Background: an optimization exercise with open tools, aiming at small area. Do not read the settings as production practice.
The RTL was checked by simulation tests, not by an equivalence proof against the original design.

==> flow/design.v <==
`timescale 1ns/100ps
package game_pkg;
  localparam int pad_bits = 12;               
  localparam int spawn_four_limit = 230;      
  localparam logic [7:0] lfsr_seed = 8'h69;
  localparam logic [3:0] max_tile = 4'd11;    
  localparam int btn_up    = 7;
  localparam int btn_down  = 6;
  localparam int btn_left  = 5;
  localparam int btn_right = 4;
  localparam logic [5:0] border_rgb = 6'b10_10_10;   
endpackage
`timescale 1ns/100ps
module pad_receiver (
  input  logic clk,
  input  logic rst_n,
  input  logic pmod_data,
  input  logic pmod_clk,
  input  logic pmod_latch,
  output logic [11:0] shift_reg,    
  output logic latch_rise           
);
  logic [1:0] data_sync;
  logic [1:0] clk_sync;
  logic [1:0] latch_sync;
  logic clk_prev;
  logic latch_prev;
  logic clk_rise;
  always_ff @(posedge clk or negedge rst_n) begin
    if (!rst_n) begin
      data_sync  <= 2'b11;
      clk_sync   <= 2'b11;
      latch_sync <= 2'b11;
      clk_prev   <= 1'b1;
      latch_prev <= 1'b1;
    end else begin
      data_sync  <= {data_sync[0], pmod_data};
      clk_sync   <= {clk_sync[0], pmod_clk};
      latch_sync <= {latch_sync[0], pmod_latch};
      clk_prev   <= clk_sync[1];
      latch_prev <= latch_sync[1];
    end
  end
  assign clk_rise   = clk_sync[1] & ~clk_prev;
  assign latch_rise = latch_sync[1] & ~latch_prev;
  always_ff @(posedge clk or negedge rst_n) begin
    if (!rst_n) begin
      shift_reg <= '1;
    end else if (clk_rise) begin
      shift_reg <= {shift_reg[10:0], data_sync[1]};
    end
  end
endmodule
`timescale 1ns/100ps
module move_detect (
  input  logic clk,
  input  logic rst_n,
  input  logic [11:0] shift_reg,
  input  logic latch_rise,
  output logic strobe,
  output logic [1:0] dir      
);
  logic [3:0] pad_dir;    
  logic [3:0] press;
  logic pend;
  assign press = shift_reg[7:4] & ~pad_dir & {4{~&shift_reg}};
  always_ff @(posedge clk or negedge rst_n) begin
    if (!rst_n) begin
      pad_dir <= 4'hf;
      pend    <= 1'b0;
      strobe  <= 1'b0;
      dir     <= 2'd0;
    end else begin
      pend   <= latch_rise & (|press);
      strobe <= pend;
      if (latch_rise) begin
        pad_dir <= shift_reg[7:4];
        dir     <= press[3] ? 2'd0 : press[2] ? 2'd1 : press[1] ? 2'd2 : 2'd3;
      end
    end
  end
endmodule
`timescale 1ns/100ps
module slide_line (
  input  logic [15:0] a,
  output logic [15:0] o,
  output logic chg           
);
  logic [3:0] a0, a1, a2, a3;
  logic n0, n1, n2, n3;
  logic [3:0] b0, b1, b2, b3;
  logic [3:0] p0, p1, p2, p3;
  logic two, one;
  logic m0, m1, m23;
  logic gap;
  assign {a3, a2, a1, a0} = a;
  assign n0 = |a0;
  assign n1 = |a1;
  assign n2 = |a2;
  assign n3 = |a3;
  assign b0 = n0 ? a0 : a1;
  assign b1 = n0 ? a1 : 4'd0;
  assign b2 = n2 ? a2 : a3;
  assign b3 = n2 ? a3 : 4'd0;
  assign two = n0 & n1;
  assign one = n0 ^ n1;
  assign p0 = (n0 | n1) ? b0 : b2;
  assign p1 = two ? b1 : one ? b2 : b3;
  assign p2 = two ? b2 : one ? b3 : 4'd0;
  assign p3 = two ? b3 : 4'd0;
  assign m0  = (p0 == p1) && (p1 != 4'd0) && !(p0[3] & p0[1] & p0[0]);
  assign m1  = !m0 && (p1 == p2) && (p2 != 4'd0) && !(p1[3] & p1[1] & p1[0]);
  assign m23 = !m1 && (p2 == p3) && (p3 != 4'd0) && !(p2[3] & p2[1] & p2[0]);
  assign o[3:0]   = p0 + {3'd0, m0};
  assign o[7:4]   = m0 ? p2 + {3'd0, m23} : p1 + {3'd0, m1};
  assign o[11:8]  = m0 ? (m23 ? 4'd0 : p3) : m1 ? p3 : p2 + {3'd0, m23};
  assign o[15:12] = (m0 | m1 | m23) ? 4'd0 : p3;
  assign gap = (!n0 & (n1 | n2 | n3)) | (!n1 & (n2 | n3)) | (!n2 & n3);
  assign chg = gap | m0 | m1 | m23;
endmodule
module board_engine (
  input  logic clk,
  input  logic rst_n,
  input  logic strobe,
  input  logic [1:0] dir,            
  output logic [63:0] board          
);
  function automatic int src_cell(input int d, input int j, input int i);
    case (d)
      0:       src_cell = j*4 + i;
      1:       src_cell = (3-j)*4 + (3-i);
      2:       src_cell = i*4 + j;
      default: src_cell = (3-i)*4 + (3-j);
    endcase
  endfunction
  logic [15:0] line_in [4];
  logic [15:0] line_out [4];
  logic [3:0] line_chg;
  logic [63:0] moved;
  logic changed;
  logic [7:0] lfsr;
  always_comb begin
    for (int j = 0; j < 4; j++) begin
      for (int i = 0; i < 4; i++) begin
        case (dir)
          2'd0:    line_in[j][i*4 +: 4] = board[src_cell(0, j, i)*4 +: 4];
          2'd1:    line_in[j][i*4 +: 4] = board[src_cell(1, j, i)*4 +: 4];
          2'd2:    line_in[j][i*4 +: 4] = board[src_cell(2, j, i)*4 +: 4];
          default: line_in[j][i*4 +: 4] = board[src_cell(3, j, i)*4 +: 4];
        endcase
      end
    end
  end
  for (genvar j = 0; j < 4; j++) begin : g_line
    slide_line u_line (
      .a   (line_in[j]),
      .o   (line_out[j]),
      .chg (line_chg[j])
    );
  end
  always_comb begin
    moved = '0;
    for (int j = 0; j < 4; j++) begin
      for (int i = 0; i < 4; i++) begin
        case (dir)
          2'd0:    moved[src_cell(0, j, i)*4 +: 4] = line_out[j][i*4 +: 4];
          2'd1:    moved[src_cell(1, j, i)*4 +: 4] = line_out[j][i*4 +: 4];
          2'd2:    moved[src_cell(2, j, i)*4 +: 4] = line_out[j][i*4 +: 4];
          default: moved[src_cell(3, j, i)*4 +: 4] = line_out[j][i*4 +: 4];
        endcase
      end
    end
  end
  logic [15:0] empty;
  logic [3:0] c8lo, c8hi;
  logic [4:0] n;
  logic [3:0] target;
  always_comb begin
    for (int c = 0; c < 16; c++) empty[c] = (board[c*4 +: 4] == 4'd0);
    c8lo = '0;
    c8hi = '0;
    for (int c = 0; c < 8; c++) begin
      c8lo = c8lo + {3'd0, empty[c]};
      c8hi = c8hi + {3'd0, empty[c+8]};
    end
    n = {1'b0, c8lo} + {1'b0, c8hi};
  end
  always_comb begin : mod_n
    logic [5:0] r;
    logic [5:0] d;
    r = '0;
    for (int k = 7; k >= 0; k--) begin
      r = {r[4:0], lfsr[k]};
      d = r - {1'b0, n};
      if (!d[5]) r = d;
    end
    target = r[3:0];
  end
  logic [3:0] pos;
  always_comb begin : pick
    logic [7:0] e8;
    logic [3:0] e4;
    logic [1:0] e2;
    logic [2:0] c4;
    logic [1:0] c2;
    logic [3:0] t;
    t = target;
    pos[3] = (t >= c8lo);
    if (pos[3]) t = t - c8lo;
    e8 = pos[3] ? empty[15:8] : empty[7:0];
    c4 = {2'd0, e8[0]} + {2'd0, e8[1]} + {2'd0, e8[2]} + {2'd0, e8[3]};
    pos[2] = (t >= {1'b0, c4});
    if (pos[2]) t = t - {1'b0, c4};
    e4 = pos[2] ? e8[7:4] : e8[3:0];
    c2 = {1'b0, e4[0]} + {1'b0, e4[1]};
    pos[1] = (t >= {2'd0, c2});
    if (pos[1]) t = t - {2'd0, c2};
    e2 = pos[1] ? e4[3:2] : e4[1:0];
    pos[0] = (t >= {3'd0, e2[0]});
  end
  logic [3:0] spawn_val;
  assign spawn_val = (lfsr < 8'd230) ? 4'd1 : 4'd2;
  always_ff @(posedge clk or negedge rst_n) begin
    if (!rst_n) begin
      board            <= '0;
      board[5*4 +: 4]  <= 4'd1;
      board[10*4 +: 4] <= 4'd1;
      changed          <= 1'b0;
      lfsr             <= game_pkg::lfsr_seed;
    end else begin
      lfsr    <= {lfsr[6:0], lfsr[7] ^ lfsr[5] ^ lfsr[4] ^ lfsr[3]};
      changed <= 1'b0;
      if (changed) begin
        board[pos*4 +: 4] <= spawn_val;
      end else if (strobe) begin
        board   <= moved;
        changed <= |line_chg;
      end
    end
  end
endmodule
`timescale 1ns/100ps
module vga_timing (
  input  logic clk,
  input  logic rst_n,
  output logic [2:0] hc,
  output logic [7:0] hx,
  output logic [2:0] vc,
  output logic [6:0] vy
);
  logic h_wrap;
  logic line_end;
  logic v_wrap;
  assign h_wrap   = (hx == 8'd159);
  assign line_end = h_wrap && (hc == 3'd4);
  assign v_wrap   = (vc == 3'd4) ? (vy == 7'd44) : (vy == 7'd119);
  always_ff @(posedge clk or negedge rst_n) begin
    if (!rst_n) begin
      hc <= '0;
      hx <= '0;
      vc <= '0;
      vy <= '0;
    end else begin
      if (h_wrap) begin
        hx <= '0;
        hc <= (hc == 3'd4) ? 3'd0 : hc + 3'd1;
      end else begin
        hx <= hx + 8'd1;
      end
      if (line_end) begin
        if (v_wrap) begin
          vy <= '0;
          vc <= (vc == 3'd4) ? 3'd0 : vc + 3'd1;
        end else begin
          vy <= vy + 7'd1;
        end
      end
    end
  end
endmodule
`timescale 1ns/100ps
module tile_renderer (
  input  logic clk,
  input  logic rst_n,
  input  logic [2:0] hc,
  input  logic [7:0] hx,
  input  logic [2:0] vc,
  input  logic [6:0] vy,
  input  logic [63:0] board,    
  output logic hsync,
  output logic vsync,
  output logic [1:0] red,
  output logic [1:0] green,
  output logic [1:0] blue
);
  logic active;
  logic border;
  logic [3:0] tile;
  logic [5:0] colour;
  logic pix_hsync;
  logic pix_vsync;
  assign active = !hc[2] && !vc[2];
  assign border = (hx < 8'd4) || (vy < 7'd4) ||
                  (hc == 3'd3 && hx >= 8'd156) || (vc == 3'd3 && vy >= 7'd116);
  assign tile   = board[{hc[1:0], vc[1:0]}*4 +: 4];
  assign pix_hsync = !(hc == 3'd4 && hx >= 8'd16 && hx < 8'd112);
  assign pix_vsync = !(vc == 3'd4 && vy >= 7'd10 && vy < 7'd12);
  function automatic logic [5:0] palette(input logic [3:0] t);
    case (t)
      4'd0:    palette = 6'b00_00_00;
      4'd1:    palette = 6'b11_00_00;
      4'd2:    palette = 6'b11_10_00;
      4'd3:    palette = 6'b11_11_00;
      4'd4:    palette = 6'b10_11_00;
      4'd5:    palette = 6'b00_11_00;
      4'd6:    palette = 6'b00_11_10;
      4'd7:    palette = 6'b00_11_11;
      4'd8:    palette = 6'b00_00_11;
      4'd9:    palette = 6'b11_00_11;
      4'd10:   palette = 6'b11_01_11;
      4'd11:   palette = 6'b11_11_11;
      default: palette = 6'b00_00_00;
    endcase
  endfunction
  always_comb begin
    if (!active) colour = '0;
    else if (border) colour = game_pkg::border_rgb;
    else colour = palette(tile);
  end
  always_ff @(posedge clk or negedge rst_n) begin
    if (!rst_n) begin
      red   <= 2'b00;
      green <= 2'b00;
      blue  <= 2'b00;
      hsync <= 1'b1;
      vsync <= 1'b1;
    end else begin
      red   <= colour[5:4];
      green <= colour[3:2];
      blue  <= colour[1:0];
      hsync <= pix_hsync;
      vsync <= pix_vsync;
    end
  end
endmodule
`timescale 1ns/100ps
module game_2048_top (
  input  logic clk,
  input  logic rst_n,
  input  logic pmod_data,
  input  logic pmod_clk,
  input  logic pmod_latch,
  output logic hsync,
  output logic vsync,
  output logic [1:0] red,
  output logic [1:0] green,
  output logic [1:0] blue
);
  logic [11:0] shift_reg;
  logic latch_rise;
  logic strobe;
  logic [1:0] dir;
  logic [63:0] board;
  logic [2:0] hc;
  logic [7:0] hx;
  logic [2:0] vc;
  logic [6:0] vy;
  pad_receiver pad_i (
    .clk        (clk),
    .rst_n      (rst_n),
    .pmod_data  (pmod_data),
    .pmod_clk   (pmod_clk),
    .pmod_latch (pmod_latch),
    .shift_reg  (shift_reg),
    .latch_rise (latch_rise)
  );
  move_detect move_i (
    .clk        (clk),
    .rst_n      (rst_n),
    .shift_reg  (shift_reg),
    .latch_rise (latch_rise),
    .strobe     (strobe),
    .dir        (dir)
  );
  board_engine board_i (
    .clk    (clk),
    .rst_n  (rst_n),
    .strobe (strobe),
    .dir    (dir),
    .board  (board)
  );
  vga_timing timing_i (
    .clk   (clk),
    .rst_n (rst_n),
    .hc    (hc),
    .hx    (hx),
    .vc    (vc),
    .vy    (vy)
  );
  tile_renderer render_i (
    .clk   (clk),
    .rst_n (rst_n),
    .hc    (hc),
    .hx    (hx),
    .vc    (vc),
    .vy    (vy),
    .board (board),
    .hsync (hsync),
    .vsync (vsync),
    .red   (red),
    .green (green),
    .blue  (blue)
  );
endmodule
==> flow/run.sh <==
#!/bin/bash
# synth_recipe.tcl (not shown) runs the flow's synth.tcl, then flattens the netlist and writes it again
# the make line also repeats each setting of config.mk as NAME=value (left out here)
make -C /OpenROAD-flow-scripts/flow DESIGN_CONFIG=/design/flow/config.mk WORK_HOME=/design/flow/orfs CLKGATE_MAP_FILE= SYNTH_SCRIPT=/design/flow/synth_recipe.tcl finish
==> flow/config.mk <==
export PLATFORM = sky130hd
export DESIGN_NAME = game_2048_top
export DESIGN_NICKNAME = game_2048_top
export VERILOG_FILES = /design/flow/design.v
export SDC_FILE = /design/flow/constraint.sdc
export NUM_CORES = 4
export LEC_CHECK = 0
export CAP_MARGIN = 20
export CORE_MARGIN = 2
export CORE_UTILIZATION = 40
export SLEW_MARGIN = 20
==> flow/constraint.sdc <==
create_clock -name core_clock -period 32.0 [get_ports {clk}]
set_input_delay 6.4000 -clock core_clock [delete_from_list [all_inputs] [get_ports {clk}]]
set_output_delay 6.4000 -clock core_clock [all_outputs]
set_load 0.01 [all_outputs]
==> flow_metrics.env <==
export IMPL_die_w_um=205
export IMPL_ant_nets=0
export IMPL_die_area_um2=42100
export IMPL_status="timing/DRC/antenna clean"
export IMPL_path_buf_inv=12
export IMPL_setup_viol=0
export IMPL_start_util_pct=40.7
export IMPL_syn_area_per_cell_um2=7.76
export IMPL_area_growth_pct=6.92
export IMPL_drtPass1Iterations=7
export IMPL_vias_per_cell=6.33
export IMPL_crit_family="compound AO/OA/AOI/OAI gates"
export IMPL_cp_data_required_time_ns=32.32
export IMPL_start_kind="flop"
export IMPL_antenna_found_initial=0
export IMPL_numCtsBuffers=17
export IMPL_overflow=0
export IMPL_max_cap_violations=0
export IMPL_drcViolationCount=0
export IMPL_place_congestion=0.948
export IMPL_worstPathArrival_ns=29.86
export IMPL_cts_root_buf="clkbuf_16"
export IMPL_fin_util_pct=43.5
export IMPL_core_um2=39800
export IMPL_wl_per_cell_um=21.1
export IMPL_grt_setup_unrepaired="no"
export IMPL_yosys_top_cells_count="nand2_1, nor2_1, a21oi_1, o21ai_0, inv_1"
export IMPL_numPortBuffers=12
export IMPL_largest_reg_flops=64
export IMPL_dp_hpwl_mm=41.5
export IMPL_yosysTopAreaCell="dfrtp_1"
export IMPL_yosysTopAreaCellShare_pct=15.1
export IMPL_rows=73
export IMPL_dr_first_iter_drc_count=1862
export IMPL_cp_slowest_cell="or4_1"
export IMPL_fin_nets=2154
export IMPL_clock_latency_ns=0.44
export IMPL_grt_pass1_wl_mm=84.7
export IMPL_worst_setup_path_type="flop to flop"
export IMPL_layout_drive_gt1_share_pct=9.78
export IMPL_clk_pin_slew_ns=0.06
export IMPL_hp_class="flop to flop"
export IMPL_final_hold_viol_count=0
export IMPL_async_flop_share_pct=100
export IMPL_setup_tns_final_ns=0
export IMPL_reg2reg_slack_ns=2.46
export IMPL_grtUsageTotal_pct=25.7
export IMPL_relSlewSlack_pct=21.0
export IMPL_synth_warnings=8
export IMPL_period_share_pct=92.3
export IMPL_path_max_fanout=17
export IMPL_ys_top_cells_by_area="dfrtp_1, ha_1, nand2_1, dfstp_2, a21oi_1"
export IMPL_fin_ws_ns=2.46
export IMPL_tightest_slew_ns=1.18
export IMPL_synth_flop_cell="dfrtp_1"
export IMPL_clock_fmax_ghz=0.0339
export IMPL_fin_crit_ns=29.54
export IMPL_ys_seq_area_share_pct=20.3
export IMPL_syn_num_nets=2218
export IMPL_die_y_um=205
export IMPL_antenna_cells=0
export IMPL_synthDistinctLibCells=95
export IMPL_yosysMostFrequentCell="nand2_1"
export IMPL_fillers=4082
export IMPL_cts_tree="done"
export IMPL_hold_start="move_i.pend$_DFF_PN0_"
export IMPL_htree_levels=4
export IMPL_synth_area_um2=16200
export IMPL_clockBufferDepth=2
export IMPL_crit_start="board_i.board[2]$_DFFE_PN0P_"
export IMPL_final_area_um2=17300
export IMPL_finClkSkew_ns=0.0132
export IMPL_drv_slew=0
export IMPL_reg2reg_from="board_i.board[2]$_DFFE_PN0P_"
export IMPL_grt_pass1_vias=14998
export IMPL_grt_start_max_net_pins=84
export IMPL_place_ws_ns=1.87
export IMPL_synthCells=2086
export IMPL_cp_end_kind="flop"
export IMPL_placed_cell_area_um2=16700
export IMPL_critical_path_max_stage_delay_ns=0.67
export IMPL_pin_count=13
export IMPL_vias=16197
export IMPL_synth_seq_cells=130
export IMPL_synth_edf_count=0
export IMPL_cts_sinks=130
export IMPL_cts_hold_buf=0
export IMPL_cpMostUsedCell="ha_1"
export IMPL_totalWireLength_mm=54.1
-- cells by family (layout without fill, tap and decap cells) --
logic type | count (synthesis) | in the layout | synth area share, %
buf+inv | 236 | 185 | 5.66
flops | 130 | 130 | 20.3
fa+ha+maj | 127 | 127 | 10.7
xor+xnor | 91 | 91 | 5.06
other cells | 1 | 1 | 0.0232
compound gates | 648 | 648 | 26.8
simple gates | 714 | 714 | 20.9
mux | 139 | 139 | 10.5
-- layout by cell type, fill, tap and decap left out, drive strengths merged, types with 36 or more instances in the layout --
cell    instances
a211oi         66
a21oi         164
dfrtp          98
ha            107
inv           118
mux2           38
mux2i          81
nand2         242
nand3          48
nor2          198
nor3           36
o21ai         142
xnor2          54
xor2           37
-- through the flow --
step           instances  hold slack [ns]
2_1_floorplan       2086            0.331
3_3_place_gp        2527            0.337
3_5_place_dp        2527            0.335
4_1_cts             2559            0.342
5_1_grt             2560            0.350
6_report            2560            0.345
-- worst reg2reg max path, delay by kind of cell, from the launching register on --
kind / cells / cell delay, ns
xor gates and xnor gates: 2 / 0.72
DFF: 1 / 0.45
muxes: 4 / 1.45
buffers and inverters: 12 / 1.51
and+or+nand+nor: 33 / 7.31
AOI/OAI and AO/OA: 42 / 10.05
adders and majority gates: 24 / 7.97
-- final cells by class --
type	instances	area (um^2)	area share, %
Timing Repair Buffer	34	298	1.72
Sequential cell	130	3290	19.0
Inverter	119	449	2.59
Tap cell	525	657	3.79
Clock inverter	13	136	0.788
Clock buffer	19	433	2.50
Multi-Input combinational cell	1720	12100	69.6
-- path summary, 6_finish.rpt --
kind	endpoint	cells after the start
max in group asynchronous	board_i.board[24]$_DFFE_PN0P_	2
min reg2reg	move_i.strobe$_DFF_PN0_	0
min in group asynchronous	board_i.lfsr[4]$_DFF_PN0_	1
max reg2reg	board_i.board[49]$_DFFE_PN0P_	117
min	move_i.strobe$_DFF_PN0_	0
max	board_i.board[49]$_DFFE_PN0P_	117
-- layer usage --
metal | wire (um) | GRT usage (%)
met1 | 23500 | 35.1
met2 | 24200 | 40.5
met3 | 4110 | 4.12
met4 | 2300 | 10.6
met5 | 0 | 0
-- repair_timing --
| action | 4_1_cts | 5_1_grt |
|---|---|---|
| gates resized for setup | 0 | 9 |
| setup endpoints to repair | 0 | 64 |
| endpoints found under the hold margin | 0 | 0 |
| buffers inserted | 0 | 0 |

## port drivers added, routing unchanged
The results above use ideal ports. As a check the final layout listed here was re-extracted and re-timed, cells and wires unchanged.
Step 1 (the two cells are an assumption about what drives the block):
set clk [get_ports {clk}]
set_driving_cell -lib_cell sky130_fd_sc_hd__clkbuf_16 $clk
set_driving_cell -lib_cell sky130_fd_sc_hd__buf_2 [delete_from_list [all_inputs] $clk]
Step 2 moves the port delays by t, midway between the first and last clock arrival at a register: inputs arrive t later, outputs are due t later. That takes back most of the time a late clock gives input paths.
a / b / c = ideal / step 1 / step 2; a / b = the first two.
shift t [ns]: 0.489
setup WS [ns]: 2.464 / 2.464 / 2.464
slew at the worst register clock pin (ns): 0.07 / 0.07
After both steps this run still meets setup and hold. The setup slack of this run moves by 0.000 ns with the drivers and by 0.000 ns with both steps.
